This design comes from an exercise in tuning for small area, a short achievable clock period and few clock cycles per item on the open sky130 flow, not from production work. Only simulation tests tie the RTL to the original design; equivalence was not proved. Power is estimated from default activity; no workload was simulated.

File: design/flow/design.v
module alu_seq_g_inv (
    input  logic a,
    output logic y
);
    assign y = ~a;
endmodule
module alu_seq_g_nand2 (
    input  logic a, b,
    output logic y
);
    assign y = ~(a & b);
endmodule
module alu_seq_g_nor2 (
    input  logic a, b,
    output logic y
);
    assign y = ~(a | b);
endmodule
module alu_seq_g_nor3 (
    input  logic a, b, c,
    output logic y
);
    assign y = ~(a | b | c);
endmodule
module alu_seq_g_nand4 (
    input  logic a, b, c, d,
    output logic y
);
    assign y = ~(a & b & c & d);
endmodule
module alu_seq_g_and2 (
    input  logic a, b,
    output logic y
);
    assign y = a & b;
endmodule
module alu_seq_g_o22ai (
    input  logic a1, a2, b1, b2,
    output logic y
);
    assign y = ~((a1 | a2) & (b1 | b2));
endmodule
module alu_seq_rd_sel (
    input  logic [3:0]  addr,
    input  logic        en_n,
    output logic [15:0] sel_n
);
    logic [3:0] an;
    logic [3:0] pl, ph;
    for (genvar j = 0; j < 4; j++) begin : g_inv
        alu_seq_g_inv u_i (.a(addr[j]), .y(an[j]));
    end
    for (genvar k = 0; k < 4; k++) begin : g_pre
        alu_seq_g_nor3 u_l (
            .a(en_n),
            .b(k[0] ? an[0] : addr[0]),
            .c(k[1] ? an[1] : addr[1]),
            .y(pl[k]));
        alu_seq_g_nor2 u_h (
            .a(k[0] ? an[2] : addr[2]),
            .b(k[1] ? an[3] : addr[3]),
            .y(ph[k]));
    end
    for (genvar i = 0; i < 16; i++) begin : g_sel
        begin : g_s
            alu_seq_g_nand2 u_s (.a(pl[i%4]), .b(ph[i/4]), .y(sel_n[i]));
        end
    end
endmodule
module alu_seq_rd_mux #(
    parameter int N     = 32,
    parameter bit EXTRA = 1'b0
) (
    input  logic [16*N-1:0] data_n,
    input  logic [15:0]     sel_n,
    input  logic [N-1:0]    xdata,
    input  logic            xsel,
    output logic [N-1:0]    q
);
    for (genvar b = 0; b < N; b++) begin : g_bit
        logic [7:0] t;       
        logic [3:0] u;       
        for (genvar m = 0; m < 8; m++) begin : g_t
            alu_seq_g_o22ai u_t (
                .a1(sel_n[2*m]),   .a2(data_n[(2*m)*N + b]),
                .b1(sel_n[2*m+1]), .b2(data_n[(2*m+1)*N + b]),
                .y(t[m]));
        end
        if (EXTRA) begin : g_x
            logic xt;
            alu_seq_g_and2 u_x (.a(xsel), .b(xdata[b]), .y(xt));
            alu_seq_g_nor3 u_u0 (.a(t[0]), .b(t[1]), .c(xt), .y(u[0]));
        end else begin : g_nx
            alu_seq_g_nor2 u_u0 (.a(t[0]), .b(t[1]), .y(u[0]));
        end
        for (genvar m = 1; m < 4; m++) begin : g_u
            alu_seq_g_nor2 u_u (.a(t[2*m]), .b(t[2*m+1]), .y(u[m]));
        end
        alu_seq_g_nand4 u_q (.a(u[0]), .b(u[1]), .c(u[2]), .d(u[3]), .y(q[b]));
    end
endmodule
module alu_op_sequencer #(
    parameter int N    = 32,
    parameter int REGS = 16
) (
    input  logic         clk,
    input  logic         rst,
    input  logic         instr_valid,
    output logic         instr_ready,
    input  logic [3:0]   instr_func,
    input  logic [3:0]   instr_rd,
    input  logic [3:0]   instr_rs,
    input  logic [3:0]   instr_rt,
    input  logic         instr_use_imm,
    input  logic [N-1:0] instr_imm,
    output logic [N-1:0] alu_a,
    output logic [N-1:0] alu_b,
    output logic [3:0]   alu_func,
    input  logic [N-1:0] alu_res,
    output logic         res_valid,
    output logic [N-1:0] res_data,
    output logic [3:0]   res_rd,
    input  logic [3:0]   dbg_addr,
    output logic [N-1:0] dbg_data
);
    logic [N-1:0]    regfile_n [REGS];    
    logic            accept;
    logic [16*N-1:0] rf_flat_n;
    logic [15:0]     sel_a_n, sel_b_n, sel_d_n;
    always_comb begin
        for (int i = 0; i < REGS; i++) begin
            rf_flat_n[i*N +: N] = regfile_n[i];
        end
    end
    assign instr_ready = ~rst;
    assign accept      = instr_valid & ~rst;
    assign alu_func    = instr_func;
    alu_seq_rd_sel u_sel_a (.addr(instr_rs), .en_n(1'b0), .sel_n(sel_a_n));
    alu_seq_rd_mux #(.N(N), .EXTRA(1'b0)) u_mux_a (
        .data_n(rf_flat_n), .sel_n(sel_a_n), .xdata({N{1'b0}}), .xsel(1'b0), .q(alu_a));
    alu_seq_rd_sel u_sel_b (.addr(instr_rt), .en_n(instr_use_imm), .sel_n(sel_b_n));
    alu_seq_rd_mux #(.N(N), .EXTRA(1'b1)) u_mux_b (
        .data_n(rf_flat_n), .sel_n(sel_b_n), .xdata(instr_imm), .xsel(instr_use_imm), .q(alu_b));
    alu_seq_rd_sel u_sel_d (.addr(dbg_addr), .en_n(rst), .sel_n(sel_d_n));
    alu_seq_rd_mux #(.N(N), .EXTRA(1'b0)) u_mux_d (
        .data_n(rf_flat_n), .sel_n(sel_d_n), .xdata({N{1'b0}}), .xsel(1'b0), .q(dbg_data));
    always_ff @(posedge clk or posedge rst) begin
        if (rst) begin
            res_valid <= 1'b0;
        end else begin
            res_valid <= accept;
        end
    end
    always_ff @(posedge clk) begin
        res_data <= alu_res;
        res_rd   <= instr_rd;
    end
    always_ff @(posedge clk) begin
        for (int i = 0; i < REGS; i++) begin
            if (rst || (instr_valid && instr_rd == i[3:0])) begin
                regfile_n[i] <= rst ? '1 : ~alu_res;
            end
        end
    end
endmodule
File: design/flow/flow/run.sh
#!/bin/bash
# The standard layout (standard.sh, with its unchanged synthesis) with a
# few changes made through ORFS's own variables and step hooks:
#  - port buffers are plain buf_2 cells instead of the delay cells that
#    buffer_ports picks by default;
#  - before the first global placement the 512 register-file flops are put
#    in a grid, one column per register and one row band per bit
#    (flow/place_regfile.tcl), and held there through global placement;
#    afterwards they are released (flow/unfix_regfile.tcl) and treated like
#    any other cell, and the read-address, enable and reset inputs get
#    buf_8 port buffers (flow/size_inbufs.tcl);
#  - clock tree: sink clusters of up to 16, clkbuf_8 only, no dummy loads.
# standard.sh's output goes to standard.log here; ORFS's per-step logs are
# under orfs/logs/.
set -euo pipefail
here=$(pwd)
export BUFFER_PORTS_ARGS="-buffer_cell sky130_fd_sc_hd__buf_2"
export PRE_GLOBAL_PLACE_SKIP_IO_TCL="$here/flow/place_regfile.tcl"
export POST_GLOBAL_PLACE_TCL="$here/flow/post_global_place.tcl"
export SETUP_MOVE_SEQUENCE="sizeup,buffer"
export CTS_ARGS="-sink_clustering_enable -repair_clock_nets -dont_use_dummy_load -buf_list sky130_fd_sc_hd__clkbuf_8 -sink_clustering_size 16 -sink_clustering_max_diameter 60"
bash standard.sh > standard.log 2>&1
File: design/flow/flow/place_regfile.tcl
# Place the register-file flip-flops in a grid before global placement:
# register i in column i, bit b in row band b (or, in a narrow core, eight
# columns and two row bands per bit). The flops are left FIRM for
# global placement (see unfix_regfile.tcl), so the read-mux gates gather
# around them and each read select line runs along one column.
set block [ord::get_db_block]
set rows {}
foreach r [$block getRows] {
  lappend rows [list [lindex [$r getOrigin] 1] $r]
}
set rows [lsort -integer -index 0 $rows]
set nrows [llength $rows]
set core [$block getCoreArea]
set cx0 [$core xMin]
set cx1 [$core xMax]

# occupied intervals per row y (tap cells are already placed)
array set occ {}
foreach inst [$block getInsts] {
  set st [$inst getPlacementStatus]
  if {$st eq "NONE" || $st eq "UNPLACED"} { continue }
  set bb [$inst getBBox]
  lappend occ([$bb yMin]) [list [$bb xMin] [$bb xMax]]
}

proc free_at {y x w} {
  global occ
  if {![info exists occ($y)]} { return 1 }
  foreach iv $occ($y) {
    if {$x < [lindex $iv 1] && [lindex $iv 0] < $x + $w} { return 0 }
  }
  return 1
}

set nreg 16
set nbit 32
set placed 0
# registers per row: all 16 when they fit across the core with room to
# spare, else 8 (each bit then takes two rows)
set fw 11040
foreach inst [$block getInsts] {
  if {[regexp {^regfile_n} [$inst getName]]} { set fw [[$inst getMaster] getWidth]; break }
}
if {($cx1 - $cx0) >= 1.05 * $nreg * $fw} { set ncol $nreg } else { set ncol [expr {$nreg / 2}] }
set nband [expr {$nbit * $nreg / $ncol}]
foreach inst [$block getInsts] {
  if {![regexp {^regfile_n\\?\[(\d+)\\?\]\\?\[(\d+)\\?\]} [$inst getName] -> i b]} { continue }
  set band [expr {$b * ($nreg / $ncol) + $i / $ncol}]
  set ri [expr {int(($band + 0.5) * $nrows / $nband)}]
  set r [lindex [lindex $rows $ri] 1]
  set y [lindex [$r getOrigin] 1]
  set ox [lindex [$r getOrigin] 0]
  set sw [$r getSpacing]
  set ns [$r getSiteCount]
  set w [[$inst getMaster] getWidth]
  set wsites [expr {($w + $sw - 1) / $sw}]
  set want [expr {$cx0 + ($cx1 - $cx0) * (($i % $ncol) + 0.5) / $ncol - $w / 2.0}]
  set k0 [expr {int(round(($want - $ox) / double($sw)))}]
  set done 0
  for {set d 0} {$d < $ns && !$done} {incr d} {
    foreach k [list [expr {$k0 + $d}] [expr {$k0 - $d}]] {
      if {$k < 0 || $k + $wsites > $ns} { continue }
      set x [expr {$ox + $k * $sw}]
      if {[free_at $y $x $w]} {
        $inst setOrient [$r getOrient]
        $inst setLocation $x $y
        $inst setPlacementStatus FIRM
        lappend occ($y) [list $x [expr {$x + $w}]]
        set done 1
        incr placed
        break
      }
    }
  }
}
puts "place_regfile: placed $placed register-file flops in a grid of $ncol columns"
File: design/flow/flow/post_global_place.tcl
# After global placement: release the register-file flops and strengthen
# the read-address input buffers.
set here [file dirname [info script]]
source [file join $here unfix_regfile.tcl]
source [file join $here size_inbufs.tcl]
File: design/flow/flow/size_inbufs.tcl
# Give the read-address, enable and reset inputs stronger port buffers: the
# buffer that each of these ports drives becomes a buf_8.
set n 0
foreach bt [[ord::get_db_block] getBTerms] {
  if {![regexp {^(instr_rs|instr_rt|dbg_addr|instr_use_imm|rst)} [$bt getName]]} { continue }
  set net [$bt getNet]
  if {$net eq "NULL"} { continue }
  foreach it [$net getITerms] {
    set inst [$it getInst]
    if {[regexp {^sky130_fd_sc_hd__buf_[12]$} [[$inst getMaster] getName]]} {
      replace_cell [get_cells [$inst getName]] sky130_fd_sc_hd__buf_8
      incr n
    }
  }
}
puts "size_inbufs: resized $n input buffers"
File: design/flow/flow/unfix_regfile.tcl
# Release the register-file flops placed by place_regfile.tcl so that the
# later steps may legalise and move them like any other cell.
set n 0
foreach inst [[ord::get_db_block] getInsts] {
  if {[$inst getPlacementStatus] eq "FIRM"} {
    $inst setPlacementStatus PLACED
    incr n
  }
}
puts "unfix_regfile: released $n flops"
File: design/flow/standard.sh
#!/bin/bash
# synth_recipe.tcl (not shown) runs the flow's synth.tcl, then flattens the netlist and writes it again
# the make line also repeats each setting of config.mk as NAME=value (left out here)
make -C /OpenROAD-flow-scripts/flow DESIGN_CONFIG=/design/flow/config.mk WORK_HOME=/design/flow/orfs CLKGATE_MAP_FILE= SYNTH_SCRIPT=/design/flow/synth_recipe.tcl "${@:-finish}"
File: design/flow/config.mk
export PLATFORM = sky130hd
export DESIGN_NAME = alu_op_sequencer
export DESIGN_NICKNAME = alu_op_sequencer
export VERILOG_FILES = /design/flow/design.v
export SDC_FILE = /design/flow/constraint.sdc
export NUM_CORES = 4
export LEC_CHECK = 0
export CAP_MARGIN = 20
export CORE_MARGIN = 2
export CORE_UTILIZATION = 50
export SETUP_SLACK_MARGIN = 1.5
export SLEW_MARGIN = 60
export SYNTH_HIERARCHICAL = 1
export SYNTH_MINIMUM_KEEP_SIZE = 0
File: design/flow/constraint.sdc
create_clock -name core_clock -period 5.0 [get_ports {clk}]
set_input_delay 1.0000 -clock core_clock [delete_from_list [all_inputs] [get_ports {clk}]]
set_output_delay 1.0000 -clock core_clock [all_outputs]
set_load 0.01 [all_outputs]
==> run notes <==
synthesized netlist by cell type (all sizes together), types with 5 or more instances:
master,count,share of area
and2,32,0.0083
inv,14,0.0022
buf,11,0.0027
nand2,81,0.013
o22ai,768,0.20
dfxtp,36,0.030
edfxtp,512,0.64
nor3,44,0.018
a41o,5,0.0021
nor2,365,0.057
nand4,96,0.025
power by group through the flow:
| stage | Combinational (W) | Clock [W] | Sequential, W |
|---|---|---|---|
| after floorplan | 0.000481 | 0 | 0.00578 |
| after global placement | 0.000928 | 0 | 0.00592 |
| after detailed placement | 0.000961 | 0 | 0.00589 |
| after CTS | 0.000968 | 0.00223 | 0.00580 |
| after global routing | 0.00109 | 0.00232 | 0.00588 |
| final | 0.00106 | 0.00220 | 0.00584 |
sequential cells by signal (all words and copies together), names as in the netlist:
signal,cells
regfile_n,512
res_data,32
res_rd,4
res_valid,1
worst max-delay path: stages:
cell and delay (ns):
buf_8 0.11, clkinvlp_4 0.11, nor3_4 0.05, buf_4 0.16
nand2_4 0.11, buf_6 0.20, o22ai_1 0.09, nor2_1 0.40
nand4_1 0.16, buf_2 0.20
Yosys stat by module (local to each module, per instance), excerpt:
module	times used	cell area (um2)	flip-flops and latches	cells
alu_op_sequencer	1	16540	549	622
alu_seq_g_and2	32	6.256	0	1
alu_seq_g_inv	12	3.754	0	1
alu_seq_g_nand2	48	3.754	0	1
alu_seq_g_nor2	364	3.754	0	1
alu_seq_g_nor3	44	10.01	0	1
alu_seq_g_o22ai	768	6.256	0	1
layout make-up:
type                       count  area (um2)
fill                        3772       19260
sequential                   549       16120
multi-input combinational   1415        8710
timing repair buffer         293        2203
tap                          615       769.5
clock buffer                  44       605.6
inverter                      14       76.32
antenna                        1       2.502
routing by layer:
layer	vias to the layer above	part of all wire
met5	-	0.00038
met3	277	0.21
li1	8978	-
met1	9944	0.39
met4	6	0.038
met2	2290	0.36
worst min-delay path by stage:
stage	start	to	slack [ns]	depth (start not counted)
2_1_floorplan	rst	res_valid	0.96	2
3_3_place_gp	alu_res[31]	res_data[31]	1.12	1
3_5_place_dp	rst	res_valid	1.06	2
4_1_cts	rst	res_valid	0.38	2
5_1_grt	alu_res[31]	res_data[31]	0.44	1
6_report	alu_res[28]	res_data[28]	0.44	1
stage by stage:
stage                     utilization  setup WS (ns)  cell area [um2]
after CTS                      0.5758          1.486            27490
after global routing           0.5966          1.424            28480
after floorplan                     -          1.772            24190
final                          0.5966          1.398            28490
after detailed placement       0.5601          1.227            26740
after global placement         0.5543         0.9722            26470
cells by family (layout without fill, tap and decap cells):
| logic type | count (synthesis) | count (layout) | synth area share |
|---|---|---|---|
| AOI/OAI and AO/OA | 784 | 784 | 0.2040 |
| other | 1 | 5 | 0.0001551 |
| and+or+nand+nor | 627 | 627 | 0.1242 |
| buffers and inverters | 25 | 351 | 0.004865 |
| DFF | 549 | 549 | 0.6668 |
repair_timing:
| action | 4_1_cts | 5_1_grt |
|---|---|---|
| gates resized for setup | 35 | 206 |
| endpoints found under the setup margin | 56 | 96 |
| endpoints found under the hold margin | 0 | 0 |
| setup buffers | 0 | 7 |
cell usage in the layout (no fill, tap or decap), drive strengths merged:
| cell type | count |
|---|---|
| conb | 4 |
| o21ai | 4 |
| nor2 | 365 |
| diode | 1 |
| nand2b | 1 |
| nor3b | 2 |
| a31o | 4 |
| and2 | 32 |
| nor3 | 44 |
| nand4 | 96 |
| buf | 292 |
| a41o | 5 |
| o22ai | 768 |
| nand3b | 1 |
| clkinvlp | 5 |
| nand3 | 1 |
| inv | 9 |
| edfxtp | 512 |
| clkbuf | 45 |
| dfxtp | 36 |
| and2b | 1 |
| nand2 | 81 |
| nor2b | 3 |
| dfrtp | 1 |
| a21o | 3 |
==> metrics.csv <==
stage,metric,value,unit
sta,holdWs,0.4386,ns
floorplanning,num_rows,80,
sta,maxSlewHeadroom,0.6119,
grt,track_usage,0.3426,
placement,numPlacedInstances,2879,
placement,hpwlAfterDp,64000,um
clocking,numCtsBuffers,44,
drt,via_per_inst,7.334,
synth,netlist_area,24180,um2
layout,fin_cells,2931,
clocking,clock-sinks,549,
power_and_ir_drop,p_per_area,319.8,nW/um2
sta,max_freq,277.6,MHz
power_and_ir_drop,p_seq_frac,0.641,
sta,setup_viol,0,
power_and_ir_drop,power_switching,0.002497,W
grt,grt_pass1_vias,18530,
floorplanning,core,47750,um2
grt,grt_most_used_layer,met1,
grt,grt_max_degree,39,
clocking,cts_tree,done,
critical_path,worstPathMaxFanout,19,
drt,post-route-drc-count,0,
drt,vias,21500,
power_and_ir_drop,p_int,0.006613,W
synth,yosysSeqAreaShare,0.6668,
synth,synth.distinct_cells,28,
grt,grt_pass1_wl,126800,um
min_path,min_path_type,in -> reg,
clocking,clockBufferDepth,3,
sta,worst-slew-pin-transition,0.5822,ns
sta,drv_slew,0,
power_and_ir_drop,p_leak,9.638,nW
status,outcome,no timing/DRC/antenna violations,
power_and_ir_drop,peakVddDrop,0.1546,mV
power_and_ir_drop,power,0.009110,W
grt,grt_util_met1,0.5247,
floorplanning,dieArea,50130,um2
layout,nNetsFinal,2405,
grt,met3_usage,0.1843,
clocking,cts.htree.levels,2,
sta,final-hold-violation-count,0,
synth,synth_ff_type,edfxtp_1,
synth,synth-edff-count,512,
synth,avgSynthCellArea,12.17,um2
synth,async_reset_ff_frac,0.001821,
drt,dr.pass1.iters,8,
critical_path,startpoint,dbg_addr[0],
power_and_ir_drop,clock_power_share,0.242,
grt,grt_overflow,0,
floorplanning,boundaryPins,226,
drt,routedWlPerCell,30.88,um
critical_path,cp.arrival,2.60,ns
grt,antenna_found_initial,6,
clocking,cts.clk_slew.worst_paths,0.11,ns
critical_path,crit_path_end_kind,primary output,
grt,use_met2,0.4039,
synth,synth_cells,1986,
power_and_ir_drop,pwr-share-comb,0.117,
layout,drive_above_1_share,0.2393,
drt,ant_nets,0,
critical_path,crit_type,in -> out,
layout,area_growth,17.83,%
critical_path,cp-endpoint,dbg_data[16],
clocking,cts-root-buf,clkbuf_8,
synth,ys_warn_count,8,
critical_path,critPathLaunchType,primary input,
critical_path,worstPathRequired,4.00,ns
sta,min_period,3.602,ns
power_and_ir_drop,switching_share,0.2741,
clocking,hold_buffers,0,
synth,ys_ff_latch,549,
placement,numPortBuffers,217,
sta,period_share,0.7204,
sta,rsz0062_at_grt,yes,
run,drv_cap,0,
floorplanning,die_w,223.9,um
drt,drt_iter0_drc,5073,
floorplanning,initial_core_util,0.5064,
drt,wirelength,90500,um
sta,final.setup.tns,0,ns
floorplanning,fp.dieH,223.9,um
Testbench counts, summed over its fixed seeds: cycles 3,208, items 3,200.

-- what the ideal ports hide --
The results above use ideal ports. As a check the final layout listed here was re-extracted and re-timed, cells and wires unchanged.
Step 1 assumes that a clkbuf_16 drives the clock port and a buf_2 every other input.
Step 2, shift: input delay + t, output delay - t, t = (earliest + latest rising clock arrival at the registers) / 2. This alone moves slack from input paths to output paths.
Slacks: no drivers / after step 1 / after step 2; pairs: no drivers / after step 1.
shift t [ns]: 0.707
setup slack, ns: 1.398 / 1.295 / 1.295
latest minus earliest clock arrival (ns): 0.078 / 0.078
worst register clock-pin slew, ns: 0.11 / 0.11
cell pins on the clock port's net: 1
After both steps setup and hold are still met in this run. For this run, drivers alone change the setup slack by -0.103 ns; drivers and shift together by -0.103 ns.
